Context: an optimization exercise on an open-source flow, tuned for a short achievable clock period and few clock cycles per item. The choices shown serve that exercise and are no tape-out recipe.
Where RTL was checked, it was by simulation tests only, not by an equivalence proof against the original.

==> inputs of run a <==
Design avc_sps_header_parser, start of the top module:
module avc_sps_header_parser
(
    input  logic          clk,
    input  logic          rst_n,
    input  logic          in_valid,
    output logic          in_ready,
    input  logic [7:0]    in_data_byte,
    input  logic          in_last_byte,
    output logic          out_valid,
    input  logic          out_ready,
    output logic [2:0]    out_status,
    output logic [7:0]    out_profile,
    output logic [7:0]    out_compat,
    output logic [7:0]    out_level,
    output logic [2:0]    out_nal_length_size,
    output logic [7:0]    out_ref_frames,
    output logic [15:0]   out_pixel_width,
    output logic [15:0]   out_pixel_height
);
    logic [8:0]  iq0, iq1;
    logic        iq_wp, iq_rp;
    logic [1:0]  iq_cnt, iq_cnt_next;
    logic        in_ready_r;
    logic        push, pop;
    logic [8:0]  head;
    logic        head_v, hd_last;
    logic [7:0]  hd;
    assign in_ready = in_ready_r;
    assign push     = in_valid && in_ready_r;
    assign head     = iq_rp ? iq1 : iq0;
    assign head_v   = (iq_cnt != 2'd0);
    assign hd       = head[7:0];
    assign hd_last  = head[8];
    assign iq_cnt_next = iq_cnt + {1'b0, push} - {1'b0, pop};
    always_ff @(posedge clk)
    begin
        if (push && !iq_wp)
            iq0 <= {in_last_byte, in_data_byte};
        if (push && iq_wp)
            iq1 <= {in_last_byte, in_data_byte};
    end
    always_ff @(posedge clk or negedge rst_n)
    begin
        if (!rst_n)
        begin
            iq_wp      <= 1'b0;
            iq_rp      <= 1'b0;
            iq_cnt     <= 2'd0;
            in_ready_r <= 1'b1;
        end
        else
        begin
            iq_wp      <= iq_wp ^ push;
            iq_rp      <= iq_rp ^ pop;
            iq_cnt     <= iq_cnt_next;
            in_ready_r <= (iq_cnt_next != 2'd2);
        end
    end
    logic [3:0]  hidx;                  
  ...
clock: 20.0 ns
lec_check: 0
abc_clock_period_in_ps: 3000
cap_margin: 20
core_margin: 2
core_utilization: 40
slew_margin: 20
run.sh (not shown) runs the stock make flow with config.mk's settings and CLKGATE_MAP_FILE= SYNTH_SCRIPT=/design/flow/synth_recipe.tcl, a recipe that flattens the netlist after the stock synthesis.
==> run b: changes against run a <==
--- a/flow/config.mk
+++ b/flow/config.mk
@@ -7,3 +7,2 @@
 export LEC_CHECK = 0
-export ABC_CLOCK_PERIOD_IN_PS = 3000
 export CAP_MARGIN = 20
==> results.toml <==
[run_status]
outcome = "timing/DRC/antenna clean"

[placement]
dp_worst_setup_slack_ns = 12.40

[worst_setup_path]
rrSetupSlack_ns = 12.35

[cells_and_area]
mostFrequentLayoutCells = "nand2_1 (750), dfrtp_1 (647), nor2_1 (494)"
syn_to_final_growth_pct = 11.2
buffer_area_share_pct = 2.58

[clocking]
cts.htree.levels = 3

[synth]
synthesis.yosys.warnings = 1
synth_area_mm2 = 0.0562
synth.mux.area_fraction_pct = 16.5

[timing]
post-route-min-period_ns = 7.65

[detailed_routing]
remaining_drc_errors = 0
maxUsedRoutingLayer = "met5"

[global_route]
grt_first_pass_wirelength_mm = 273
the above is filed under run a

==> results.toml <==
[timing]
post-route-min-period_ns = 7.65

[detailed_routing]
remaining_drc_errors = 0

[clocking]
cts.htree.levels = 3

[synth]
synth_area_mm2 = 0.0562
synth.mux.area_fraction_pct = 16.5

[run_status]
outcome = "timing/DRC/antenna clean"

[worst_setup_path]
rrSetupSlack_ns = 12.35
the above is filed under run b

Testbench counts of run a, summed over its fixed seeds: cycles 14,022, items 384.
Testbench counts of run b, summed over its fixed seeds: cycles 14,022, items 384.

========
==> trial 28 <==
Another version of the RTL of avc_sps_header_parser (not shown whole).
Settings: LEC_CHECK=0, CAP_MARGIN=80, CORE_MARGIN=2, CORE_UTILIZATION=40, SLEW_MARGIN=80; clock period 20.0 ns.
==> build 24 (differences from trial 28) <==
--- a/flow/design.v
+++ b/flow/design.v
@@ -175,48 +175,36 @@
     assign wr_sps   = !is_hdr && !pdone;
     assign pop      = head_v && !rec_end && (!wr_sps || buf_space);
     assign emit_now = pop && hd_last && res_ready && !ob_v;
     assign emit_end = rec_end && res_ready && !ob_v;
     assign emit     = emit_now || emit_end;
     assign wr       = pop && wr_sps;
     assign first    = pop && (hidx == 4'd0);
-    logic [4:0] cnt_w, cnt_w1, cnt_w2;
-    assign cnt_w  = cnt + {4'd0, wr};
-    assign cnt_w1 = cnt_w - 5'd1;
-    assign cnt_w2 = cnt_w - 5'd2;
     always_comb
     begin
         for (int j = 0; j < 16; j++)
             buf_e[j] = (cnt == 5'(j)) ? hd : buf_q[j];
         buf_e[16] = hd;
         buf_e[17] = hd;
     end
     always_ff @(posedge clk)
     begin
         for (int i = 0; i < 16; i++)
-        begin
-            unique case (carry)
-                2'd0:    buf_q[i] <= buf_e[i];
-                2'd1:    buf_q[i] <= buf_e[i + 1];
-                default: buf_q[i] <= buf_e[i + 2];
-            endcase
-        end
+            buf_q[i] <= buf_e[i + carry];
     end
     logic [23:0]  w24;
     logic [15:0]  win;
     logic         uoff;
     logic [15:0]  uwin;
     logic         zero8;
     logic [2:0]   lz;
     logic [4:0]   ue_len;
     logic         is_ue;
-    logic [23:0]  w24s;
-    assign w24  = {buf_q[0], buf_q[1], buf_q[2]};
-    assign w24s = w24 << off;
-    assign win  = w24s[23:8];
+    assign w24 = {buf_q[0], buf_q[1], buf_q[2]};
+    assign win = w24[23 - off -: 16];
     assign uoff   = (pst == P_DL1) || (pst == P_ONR1) || (pst == P_W1);
     assign uwin   = uoff ? {win[14:0], 1'b0} : win;
     assign zero8  = (uwin[15:8] == 8'd0);
     assign lz     = lzc8(uwin[15:8]);
     assign ue_len = {1'b0, lz, 1'b1} + {4'd0, uoff};
     assign is_ue  = !((pst == P_BML) || (pst == P_FDC) || (pst == P_NCYC2) || (pst == P_FIN));
     logic [4:0]  need;
@@ -440,19 +428,15 @@
             fin1      <= 1'b0;
             fin2      <= 1'b0;
             fin3      <= 1'b0;
             fin4      <= 1'b0;
         end
         else
         begin
-            unique case (carry)
-                2'd0:    cnt <= cnt_w;
-                2'd1:    cnt <= cnt_w1;
-                default: cnt <= cnt_w2;
-            endcase
+            cnt <= cnt + {4'd0, wr} - {3'd0, carry};
             if (pop)
             begin
                 if (is_hdr)
                 begin
                     hidx <= hidx + 4'd1;
                     if ((hidx == 4'd5) && (hd[4:0] == 5'd0))
                     begin
==> flow/flow/run.sh (new file) <==
#!/bin/bash
set -euo pipefail
bash standard.sh SETUP_SLACK_MARGIN=14 finish > flow_make.log 2>&1
==> flow/standard.sh (new file) <==
#!/bin/bash
# synth_recipe.tcl (not shown) runs the flow's synth.tcl, then flattens the netlist and writes it again
# the make line also repeats each setting of config.mk as NAME=value (left out here)
make -C /OpenROAD-flow-scripts/flow DESIGN_CONFIG=/design/flow/config.mk WORK_HOME=/design/flow/orfs CLKGATE_MAP_FILE= SYNTH_SCRIPT=/design/flow/synth_recipe.tcl "${@:-finish}"
==> flow/config.mk (replaced) <==
export PLATFORM = sky130hd
export DESIGN_NAME = avc_sps_header_parser
export DESIGN_NICKNAME = avc_sps_header_parser
export VERILOG_FILES = /design/flow/design.v
export SDC_FILE = /design/flow/constraint.sdc
export NUM_CORES = 4
export LEC_CHECK = 0
export CAP_MARGIN = 20
export CORE_MARGIN = 2
export CORE_UTILIZATION = 40
export SLEW_MARGIN = 20
removed: flow/run.sh
==> build 52 (differences from trial 28) <==
--- a/flow/design.v
+++ b/flow/design.v
@@ -175,48 +175,36 @@
     assign wr_sps   = !is_hdr && !pdone;
     assign pop      = head_v && !rec_end && (!wr_sps || buf_space);
     assign emit_now = pop && hd_last && res_ready && !ob_v;
     assign emit_end = rec_end && res_ready && !ob_v;
     assign emit     = emit_now || emit_end;
     assign wr       = pop && wr_sps;
     assign first    = pop && (hidx == 4'd0);
-    logic [4:0] cnt_w, cnt_w1, cnt_w2;
-    assign cnt_w  = cnt + {4'd0, wr};
-    assign cnt_w1 = cnt_w - 5'd1;
-    assign cnt_w2 = cnt_w - 5'd2;
     always_comb
     begin
         for (int j = 0; j < 16; j++)
             buf_e[j] = (cnt == 5'(j)) ? hd : buf_q[j];
         buf_e[16] = hd;
         buf_e[17] = hd;
     end
     always_ff @(posedge clk)
     begin
         for (int i = 0; i < 16; i++)
-        begin
-            unique case (carry)
-                2'd0:    buf_q[i] <= buf_e[i];
-                2'd1:    buf_q[i] <= buf_e[i + 1];
-                default: buf_q[i] <= buf_e[i + 2];
-            endcase
-        end
+            buf_q[i] <= buf_e[i + carry];
     end
     logic [23:0]  w24;
     logic [15:0]  win;
     logic         uoff;
     logic [15:0]  uwin;
     logic         zero8;
     logic [2:0]   lz;
     logic [4:0]   ue_len;
     logic         is_ue;
-    logic [23:0]  w24s;
-    assign w24  = {buf_q[0], buf_q[1], buf_q[2]};
-    assign w24s = w24 << off;
-    assign win  = w24s[23:8];
+    assign w24 = {buf_q[0], buf_q[1], buf_q[2]};
+    assign win = w24[23 - off -: 16];
     assign uoff   = (pst == P_DL1) || (pst == P_ONR1) || (pst == P_W1);
     assign uwin   = uoff ? {win[14:0], 1'b0} : win;
     assign zero8  = (uwin[15:8] == 8'd0);
     assign lz     = lzc8(uwin[15:8]);
     assign ue_len = {1'b0, lz, 1'b1} + {4'd0, uoff};
     assign is_ue  = !((pst == P_BML) || (pst == P_FDC) || (pst == P_NCYC2) || (pst == P_FIN));
     logic [4:0]  need;
@@ -440,19 +428,15 @@
             fin1      <= 1'b0;
             fin2      <= 1'b0;
             fin3      <= 1'b0;
             fin4      <= 1'b0;
         end
         else
         begin
-            unique case (carry)
-                2'd0:    cnt <= cnt_w;
-                2'd1:    cnt <= cnt_w1;
-                default: cnt <= cnt_w2;
-            endcase
+            cnt <= cnt + {4'd0, wr} - {3'd0, carry};
             if (pop)
             begin
                 if (is_hdr)
                 begin
                     hidx <= hidx + 4'd1;
                     if ((hidx == 4'd5) && (hd[4:0] == 5'd0))
                     begin
==> flow/config.mk (replaced) <==
export PLATFORM = sky130hd
export DESIGN_NAME = avc_sps_header_parser
export DESIGN_NICKNAME = avc_sps_header_parser
export VERILOG_FILES = /design/flow/design.v
export SDC_FILE = /design/flow/constraint.sdc
export NUM_CORES = 4
export LEC_CHECK = 0
export ABC_CLOCK_PERIOD_IN_PS = 3000
export CAP_MARGIN = 20
export CORE_MARGIN = 2
export CORE_UTILIZATION = 40
export SLEW_MARGIN = 20
==> build 42 (differences from trial 28) <==
--- a/flow/design.v
+++ b/flow/design.v
@@ -104,14 +104,21 @@
     end
     logic [3:0]  hidx;                  
     logic [7:0]  prof_r, compat_r, level_r;
     logic [2:0]  nal_r;
     logic        pdone;                 
     logic        res_ready;             
     logic        rec_end;               
+    logic        pclr;                  
+    logic [7:0]  prof_n, compat_n, level_n;
+    logic [2:0]  nal_n;
+    logic [7:0]  sn_prof, sn_compat, sn_level;
+    logic [2:0]  sn_nal;
+    logic [7:0]  e_prof, e_compat, e_level;
+    logic [2:0]  e_nal;
     logic [2:0]  st_r;
     logic [7:0]  buf_q [0:15];
     logic [7:0]  buf_e [0:17];
     logic [4:0]  cnt;                   
     logic [2:0]  off;                   
     logic [4:0]  avail;                 
     logic        full16, buf_space, wr;
@@ -169,20 +176,39 @@
         else           lzc8 = 3'd7;
     endfunction
     assign avail      = {cnt[1:0], 3'b000} - {2'b00, off};
     assign full16     = (cnt >= 5'd3) || ((cnt == 5'd2) && (off == 3'd0));
     assign buf_space  = !cnt[4];
     assign is_hdr   = (hidx != 4'd12);
     assign wr_sps   = !is_hdr && !pdone;
-    assign pop      = head_v && !rec_end && (!wr_sps || buf_space);
-    assign emit_now = pop && hd_last && res_ready && !ob_v;
+    assign pop      = head_v && !(rec_end && (hd_last || (hidx >= 4'd5))) &&
+                      (!wr_sps || buf_space);
+    assign emit_now = pop && hd_last && res_ready && !ob_v && !rec_end;
     assign emit_end = rec_end && res_ready && !ob_v;
     assign emit     = emit_now || emit_end;
     assign wr       = pop && wr_sps;
     assign first    = pop && (hidx == 4'd0);
+    always_comb
+    begin
+        prof_n   = first ? 8'd0 : prof_r;
+        compat_n = first ? 8'd0 : compat_r;
+        level_n  = first ? 8'd0 : level_r;
+        nal_n    = first ? 3'd0 : nal_r;
+        if (pop && is_hdr)
+        begin
+            if (hidx == 4'd1) prof_n   = hd;
+            if (hidx == 4'd2) compat_n = hd;
+            if (hidx == 4'd3) level_n  = hd;
+            if (hidx == 4'd4) nal_n    = {1'b0, hd[1:0]} + 3'd1;
+        end
+    end
+    assign e_prof   = rec_end ? sn_prof   : prof_r;
+    assign e_compat = rec_end ? sn_compat : compat_r;
+    assign e_level  = rec_end ? sn_level  : level_r;
+    assign e_nal    = rec_end ? sn_nal    : nal_r;
     logic [4:0] cnt_w, cnt_w1, cnt_w2;
     assign cnt_w  = cnt + {4'd0, wr};
     assign cnt_w1 = cnt_w - 5'd1;
     assign cnt_w2 = cnt_w - 5'd2;
     always_comb
     begin
         for (int j = 0; j < 16; j++)
@@ -406,35 +432,55 @@
         endcase
     end
     assign codeval = vb_fast ? {16'd0, vb_win >> (4'd15 - {vb_lz, 1'b0})} : vb_acc;
     always_ff @(posedge clk or negedge rst_n)
     begin
         if (!rst_n)
         begin
-            hidx      <= 4'd0;
+            hidx    <= 4'd0;
+            rec_end <= 1'b0;
+            pclr    <= 1'b1;
+        end
+        else
+        begin
+            pclr <= 1'b0;
+            if (pop)
+            begin
+                if (hd_last)
+                    hidx <= 4'd0;
+                else if (is_hdr)
+                    hidx <= hidx + 4'd1;
+            end
+            if (pop && hd_last && !emit_now)
+                rec_end <= 1'b1;
+            else if (emit_end)
+                rec_end <= 1'b0;
+        end
+    end
+    always_ff @(posedge clk or negedge rst_n)
+    begin
+        if (!rst_n)
+        begin
             pdone     <= 1'b0;
             res_ready <= 1'b0;
-            rec_end   <= 1'b0;
             cnt       <= 5'd0;
             off       <= 3'd0;
             pst       <= P_ID;
             sl_mode   <= SL_NONE;
             chk_r     <= 1'b0;
             vb_v      <= 1'b0;
             fin1      <= 1'b0;
             fin2      <= 1'b0;
             fin3      <= 1'b0;
             fin4      <= 1'b0;
         end
         else if (emit)
         begin
-            hidx      <= 4'd0;
             pdone     <= 1'b0;
             res_ready <= 1'b0;
-            rec_end   <= 1'b0;
             cnt       <= 5'd0;
             off       <= 3'd0;
             pst       <= P_ID;
             sl_mode   <= SL_NONE;
             chk_r     <= 1'b0;
             vb_v      <= 1'b0;
             fin1      <= 1'b0;
@@ -449,28 +495,25 @@
                 2'd1:    cnt <= cnt_w1;
                 default: cnt <= cnt_w2;
             endcase
             if (pop)
             begin
                 if (is_hdr)
                 begin
-                    hidx <= hidx + 4'd1;
                     if ((hidx == 4'd5) && (hd[4:0] == 5'd0))
                     begin
                         pdone     <= 1'b1;
                         res_ready <= 1'b1;
                     end
                     if ((hidx == 4'd8) && (hd != SPS_NAL_HDR))
                     begin
                         pdone     <= 1'b1;
                         res_ready <= 1'b1;
                     end
                 end
-                if (hd_last)
-                    rec_end <= 1'b1;
             end
             if (rec_end && active && !full16)
                 chk_r <= !chk_r;
             else
                 chk_r <= 1'b0;
             vb_v <= 1'b0;
             if (trunc)
@@ -503,52 +546,56 @@
             fin4 <= fin3;
             if (fin4)
                 res_ready <= 1'b1;
         end
     end
     always_ff @(posedge clk)
     begin
-        if (first)
+        prof_r   <= prof_n;
+        compat_r <= compat_n;
+        level_r  <= level_n;
+        nal_r    <= nal_n;
+        if (pop && hd_last && !emit_now)
+        begin
+            sn_prof   <= prof_n;
+            sn_compat <= compat_n;
+            sn_level  <= level_n;
+            sn_nal    <= nal_n;
+        end
+        if (emit || pclr)
         begin
-            prof_r   <= 8'd0;
-            compat_r <= 8'd0;
-            level_r  <= 8'd0;
-            nal_r    <= 3'd0;
-            hi_r     <= 1'b0;
             chroma_r <= 2'd1;
             sep_r    <= 1'b0;
             fonly_r  <= 1'b0;
             cl_r     <= 32'd0;
             cr_r     <= 32'd0;
             ct_r     <= 32'd0;
             cb_r     <= 32'd0;
             ref_o    <= 8'd0;
             wid_o    <= 16'd0;
             hei_o    <= 16'd0;
         end
         if (pop && is_hdr)
         begin
             unique case (hidx)
-                4'd1: prof_r   <= hd;
-                4'd2: compat_r <= hd;
-                4'd3: level_r  <= hd;
-                4'd4: nal_r    <= {1'b0, hd[1:0]} + 3'd1;
                 4'd5:
                     if (hd[4:0] == 5'd0)
                         st_r <= STS_NO_SPS;
                 4'd8:
                     if (hd != SPS_NAL_HDR && !pdone)
                         st_r <= STS_NOT_SPS_NAL;
                 4'd9: hi_r     <= high_profile(hd);
                 default: ;
             endcase
         end
         if (rec_end && active && !full16)
             ok_r <= (need <= avail);
-        if (trunc)
+        if (emit)
+            ;
+        else if (trunc)
             st_r <= STS_TRUNC;
         else if (go)
         begin
             zch <= zch_n;
             rem <= rem_n;
             acc <= acc_n;
             if ((sl_mode == SL_NONE) && (pst == P_DL1))
@@ -571,15 +618,15 @@
                 if (pst == P_COFF)
                 begin
                     loop_r  <= loop_r - 32'd1;
                     loop2_r <= (loop_r == 32'd3);
                 end
             end
         end
-        if (vb_v)
+        if (vb_v && !emit)
         begin
             unique case (vb_dest)
                 D_LOOP:
                 begin
                     loop_r  <= codeval;
                     loop2_r <= (codeval == 32'd2);
                 end
@@ -601,15 +648,15 @@
             fh_r <= fonly_r ? {2'b00, hc_r, 4'b0000} : {1'b0, hc_r, 5'b00000};
         end
         if (fin3)
         begin
             dw_r <= {1'b0, fw_r} - (ux2 ? {5'd0, sw_r, 1'b0} : {6'd0, sw_r});
             dh_r <= {1'b0, fh_r} - ({6'd0, sh_r} << sy);
         end
-        if (fin4)
+        if (fin4 && !emit)
         begin
             if (bad_size)
                 st_r <= STS_BAD_SIZE;
             else
             begin
                 st_r  <= STS_OK;
                 ref_o <= ref_r;
@@ -665,30 +712,30 @@
                 oa_ref    <= ob_ref;
                 oa_w      <= ob_w;
                 oa_h      <= ob_h;
             end
             else
             begin
                 oa_status <= st_r;
-                oa_prof   <= prof_r;
-                oa_compat <= compat_r;
-                oa_level  <= level_r;
-                oa_nal    <= nal_r;
+                oa_prof   <= e_prof;
+                oa_compat <= e_compat;
+                oa_level  <= e_level;
+                oa_nal    <= e_nal;
                 oa_ref    <= ref_o;
                 oa_w      <= wid_o;
                 oa_h      <= hei_o;
             end
         end
         if (!ob_v && !a_free)
         begin
             ob_status <= st_r;
-            ob_prof   <= prof_r;
-            ob_compat <= compat_r;
-            ob_level  <= level_r;
-            ob_nal    <= nal_r;
+            ob_prof   <= e_prof;
+            ob_compat <= e_compat;
+            ob_level  <= e_level;
+            ob_nal    <= e_nal;
             ob_ref    <= ref_o;
             ob_w      <= wid_o;
             ob_h      <= hei_o;
         end
     end
     assign out_valid           = out_valid_r;
     assign out_status          = oa_status;
==> comparison table <==
Top routing layer in use: build 42 met4; trial 28 met4; build 52 met5; build 24 met5
Maximum clock skew at final layout: build 42 60.3 ps; trial 28 55.8 ps; build 52 99.0 ps; build 24 72.3 ps
Reg-to-reg startpoint: build 42 off[1]; trial 28 off[0]; build 52 off[0]; build 24 off[0]
Post-Synth XOR/XNOR Area: build 42 0.0357; trial 28 0.0347; build 52 0.0273; build 24 0.0273
Clock buffers: build 42 150; trial 28 133; build 52 129; build 24 135
Final setup slack of the worst path: build 42 13250 ps; trial 28 14020 ps; build 52 10550 ps; build 24 13880 ps
Critical Path Stages: build 42 28; trial 28 24; build 52 27; build 24 27
Number of standard cells after synthesis: build 42 4733; trial 28 4433; build 52 5109; build 24 5109
Count of multi-input gates: build 42 3384; trial 28 3126; build 52 3716; build 24 3721
Count of sequential standard cells: build 42 959; trial 28 931; build 52 931; build 24 931
Largest net degree at the start of global routing: build 42 43; trial 28 54; build 52 89; build 24 83
Non-clock buffering overhead: build 42 0.0629; trial 28 0.0618; build 52 0.0243; build 24 0.0538
Placement-stage cell area: build 42 55600 µm²; trial 28 54400 µm²; build 52 53600 µm²; build 24 54000 µm²
Count of plain and timing-repair buffers: build 42 354; trial 28 321; build 52 155; build 24 315
Routed length on met1: build 42 53.6 mm; trial 28 51.6 mm; build 52 62.7 mm; build 24 65.3 mm
Run status: build 42 timing/DRC/antenna clean; trial 28 timing/DRC/antenna clean; build 52 timing/DRC/antenna clean; build 24 timing/DRC/antenna clean
Maximum net fanout on the critical path: build 42 42; trial 28 14; build 52 50; build 24 6
Total core area: build 42 121000 µm²; trial 28 120000 µm²; build 52 127000 µm²; build 24 127000 µm²
Per-instance average area after synthesis: build 42 10.3 µm²; trial 28 10.9 µm²; build 52 10.0 µm²; build 24 10.0 µm²
Testbench counts of build 42, summed over its fixed seeds: cycles 13,848, items 384.
No functional check of the RTL was part of trial 28, build 24 and build 52.

## re-timing with driven ports
The flow's constraints put no driver on any port. The routed layouts listed below were extracted and timed again, unchanged, in two steps.
Step 1, drivers: a clkbuf_16 drives clk and a buf_2 each remaining input, both assumed.
Step 2 adds t to the input delays and takes it off the output delays; t is the mean of the earliest and latest rising clock arrival at the registers after step 1. Input paths then give back, and output paths get back, about the clock's delay inside the block.
Three values: ideal, step 1, step 2; two values: the first two.
run	t (ns)	setup slack, ns	latest minus earliest clock arrival (ns)	worst slew at a driven data input, ns	cell pins on the clock port's net
run a	0.772	12.349 / 12.349 / 12.349	0.072 / 0.072	0.05	1
run b	0.772	12.349 / 12.349 / 12.349	0.072 / 0.072	0.05	1
trial 28	0.743	14.016 / 14.016 / 14.016	0.056 / 0.056	0.05	1
build 24	0.768	13.881 / 13.881 / 13.752	0.072 / 0.072	0.03	1
build 52	0.787	10.547 / 10.547 / 10.547	0.099 / 0.100	0.04	1
build 42	0.763	13.251 / 13.251 / 13.251	0.061 / 0.062	0.06	1
After both steps every run listed still meets setup and hold. For build 24, which loses most, drivers alone change the setup slack by 0.000 ns; drivers and shift together by -0.129 ns.
